From an optimization exercise on the open Yosys and OpenROAD flow, aimed at small area; shortcuts taken in it are not production practice. Power and IR drop assume default switching activity.

## the reference run
Design tunnel_wall_gen, start of the top module:
module tunnel_wall_gen (
    input  logic       clock,
    input  logic       rst,
    input  logic [9:0] Pixel_row,
    input  logic [9:0] Pixel_column,
    input  logic       run,
    input  logic [1:0] speed,
    input  logic [7:0] randomized_value,
    output logic [1:0] wall,
    output logic [7:0] probe_left,
    output logic [7:0] probe_right,
    output logic       ready
);
For scale: roughly 52 I/O pins.
==> flow/config.mk <==
export PLATFORM = sky130hd
export DESIGN_NAME = tunnel_wall_gen
export DESIGN_NICKNAME = tunnel_wall_gen
export VERILOG_FILES = /design/flow/design.v
export SDC_FILE = /design/flow/constraint.sdc
export NUM_CORES = 4
export LEC_CHECK = 0
export CAP_MARGIN = 20
export CORE_MARGIN = 2
export CORE_UTILIZATION = 40
export CTS_BUF_LIST = sky130_fd_sc_hd__clkbuf_8
export CTS_CLUSTER_DIAMETER = 60
export CTS_CLUSTER_SIZE = 16
export GPL_TIMING_DRIVEN = 0
export SLEW_MARGIN = 20
==> flow/constraint.sdc <==
create_clock -name core_clock -period 8.0 [get_ports {clock}]
set_input_delay 1.6000 -clock core_clock [delete_from_list [all_inputs] [get_ports {clock}]]
set_output_delay 1.6000 -clock core_clock [all_outputs]
set_load 0.01 [all_outputs]
standard.sh (not shown) runs the stock make flow with config.mk's settings and CLKGATE_MAP_FILE= SYNTH_SCRIPT=/design/flow/synth_recipe.tcl, a recipe that flattens the netlist after the stock synthesis.
==> flow/flow/run.sh <==
#!/bin/bash
# The standard layout, with the port buffers made of the smallest buffer
# cell (sky130_fd_sc_hd__buf_1) instead of the delay buffer that
# buffer_ports picks by default. Everything else is standard.sh unchanged.
set -euo pipefail
export BUFFER_PORTS_ARGS="-buffer_cell sky130_fd_sc_hd__buf_1"
bash standard.sh > flow_standard.log 2>&1
Every stage of the flow completed for the reference run, and the final layout passed the timing, design-rule and antenna checks.
Here is what was changed in the inputs of the trial run compared with the reference run.
--- a/flow/design.v
+++ b/flow/design.v
@@ -82,28 +82,30 @@
     output logic [7:0] probe_right,
     output logic       ready
 );
     localparam logic [7:0] INIT_L = 8'd48;
     function automatic logic [1:0] fa(input logic a, input logic b, input logic c);
         fa = {(a & b) | (a & c) | (b & c), a ^ b ^ c};
     endfunction
-    function automatic logic [3:0] pop15(input logic [15:1] x);
-        logic [1:0] a0, a1, a2, a3, a4, b0, b1, c0, c1, c2, d0;
+    function automatic logic [5:0] pop15_part(input logic [15:1] x);
+        logic [1:0] a0, a1, a2, a3, a4, b0, c0, b1, c1;
         a0 = fa(x[1], x[2], x[3]);
         a1 = fa(x[4], x[5], x[6]);
         a2 = fa(x[7], x[8], x[9]);
         a3 = fa(x[10], x[11], x[12]);
         a4 = fa(x[13], x[14], x[15]);
         b0 = fa(a0[0], a1[0], a2[0]);
-        b1 = fa(a3[0], a4[0], b0[0]);
         c0 = fa(a0[1], a1[1], a2[1]);
-        c1 = fa(a3[1], a4[1], b0[1]);
-        c2 = fa(b1[1], c0[0], c1[0]);
-        d0 = fa(c0[1], c1[1], c2[1]);
-        pop15 = {d0[1], d0[0], c2[0], b1[0]};
+        b1 = fa(b0[0], a3[0], a4[0]);
+        c1 = fa(c0[0], a3[1], a4[1]);
+        pop15_part = {c0[1], c1[1], b0[1], c1[0], b1[1], b1[0]};
+    endfunction
+    function automatic logic [3:0] pop15_sum(input logic [5:0] p);
+        pop15_sum = {3'b0, p[0]} + {2'b0, 2'(p[1]) + 2'(p[2]) + 2'(p[3]), 1'b0} +
+                    {1'b0, 2'(p[4]) + 2'(p[5]), 2'b0};
     endfunction
     function automatic logic [4:0] st_enc(input logic [1:0] a, input logic [1:0] b,
                                           input logic [1:0] c);
         if (!c[0]) begin
             st_enc = {c[1], a, b};
         end else if (!a[0]) begin
             st_enc = {a[1], 2'b11, b};
@@ -127,16 +129,16 @@
     logic [4:0] shr_q;       
     logic [7:0] top_l_q;     
     logic [1:0] hist_q [4];  
     logic       cpend_q;     
     logic       cage_q;      
     logic [2:0] pos_q;       
     logic [8:0] dcol_q;      
-    logic [3:0] nup_q;       
-    logic [3:0] ndn_q;
+    logic [5:0] nup_q;       
+    logic [5:0] ndn_q;
     logic [2:0] rup_q;       
     logic [2:0] rdn_q;
     logic       valid_q;
     logic [4:0] wh_q;        
     logic       probe_hit_q;
     logic [1:0] wall_q;
     logic [7:0] probe_l_q;
@@ -295,31 +297,31 @@
     logic [7:0]  w_base;
     assign w_row_grp = {1'b0, shr_q} - {2'b0, w_dist};
     assign w_valid   = ready_q && !w_row_grp[5];
     assign w_row_shr = (w_row_grp[4:0] > 5'd20) ? 5'd20 : w_row_grp[4:0];
     assign w_base    = !w_valid ? INIT_L : w_open ? top_l_q : w_anchor;
     always_ff @(posedge clock) begin
         dcol_q      <= {1'b0, w_ccol} - {1'b0, w_base};
-        nup_q       <= pop15(w_mask & w_up_bits);
-        ndn_q       <= pop15(w_mask & w_dn_bits);
+        nup_q       <= pop15_part(w_mask & w_up_bits);
+        ndn_q       <= pop15_part(w_mask & w_dn_bits);
         rup_q       <= 3'(w_hin[0] & hist_q[0][1]) + 3'(w_hin[1] & hist_q[1][1]) +
                        3'(w_hin[2] & hist_q[2][1]) + 3'(w_hin[3] & hist_q[3][1]);
         rdn_q       <= 3'(w_hin[0] & hist_q[0][0]) + 3'(w_hin[1] & hist_q[1][0]) +
                        3'(w_hin[2] & hist_q[2][0]) + 3'(w_hin[3] & hist_q[3][0]);
         valid_q     <= w_valid;
         wh_q        <= w_valid ? ~w_row_shr : 5'd31;
         probe_hit_q <= (Pixel_row[9:2] == 8'd110) && (w_ccol == 8'd0);
     end
     logic [8:0] w_dcol;
     logic [5:0] w_wm1;
     logic [1:0] w_code;
     logic [4:0] w_nup, w_ndn;
     logic [5:0] w_sum;       
-    assign w_nup  = {1'b0, nup_q} + {2'b0, rup_q};
-    assign w_ndn  = {1'b0, ndn_q} + {2'b0, rdn_q};
+    assign w_nup  = {1'b0, pop15_sum(nup_q)} + {2'b0, rup_q};
+    assign w_ndn  = {1'b0, pop15_sum(ndn_q)} + {2'b0, rdn_q};
     assign w_sum  = {1'b0, w_nup} - {1'b0, w_ndn};
     assign w_dcol = valid_q ? dcol_q + {{3{w_sum[5]}}, w_sum} : dcol_q;
     assign w_wm1  = {wh_q, 1'b1};
     always_comb begin
         if (w_dcol == 9'd0 || w_dcol == {3'b0, w_wm1}) begin
             w_code = WALL_EDGE;
         end else if (w_dcol[8]) begin
Results
On share of final layout cell area taken by clock buffers and inverters, the higher figure sits with the trial run, not the reference run. Combinational power: the trial run and the reference run compared, higher one is the trial run. Compare the trial run and the reference run | clock-buffer cell count lower: the reference run. Higher clock skew among the trial run and the reference run: the reference run. The combinational fraction of design power in the trial run sits 2.0 points above the value recorded for the reference run. Compared with the reference run, in the trial run critical path required time went down 0.07 ns; net count after synthesis moved down; post-synthesis cell type count rose 4; setup slack now sits higher; final clock period utilization by the worst path down 16 points. Going from the reference run to the trial run, the power density over the cells was found to have gone up by 7.8%. Summary of the trial run over the reference run: via count moved down; final total power moved up.
No run of this note included a check of the RTL's function; only the layout flow was run.

port drivers added, routing unchanged:
In the flow no input, the clock included, has a driving cell. The finished layouts below were timed again as built, in two steps.
Step 1 assumes that a clkbuf_16 drives the clock port and a buf_2 every other input.
Step 2 also shifts input and output timing later by t, the mid clock arrival at the registers, as if the neighbouring blocks saw the same clock.
a / b / c = ideal ports / drivers / drivers and shift; a / b = the first two.
run | shift t [ns] | setup WS [ns] | worst setup path after step 2 | slew at the worst register clock pin (ns) | worst data-port slew with drivers (ns)
the reference run | 0.686 | 0.240 / 0.271 / -0.416 | input to register | 0.11 / 0.11 | 0.04
the trial run | 0.629 | 1.503 / 1.529 / 0.901 | input to register | 0.11 / 0.11 | 0.04
Met with ideal ports but missed after step 2: setup timing in the reference run. The setup slack of the reference run, which loses most, moves by +0.031 ns with the drivers and by -0.656 ns with both steps.
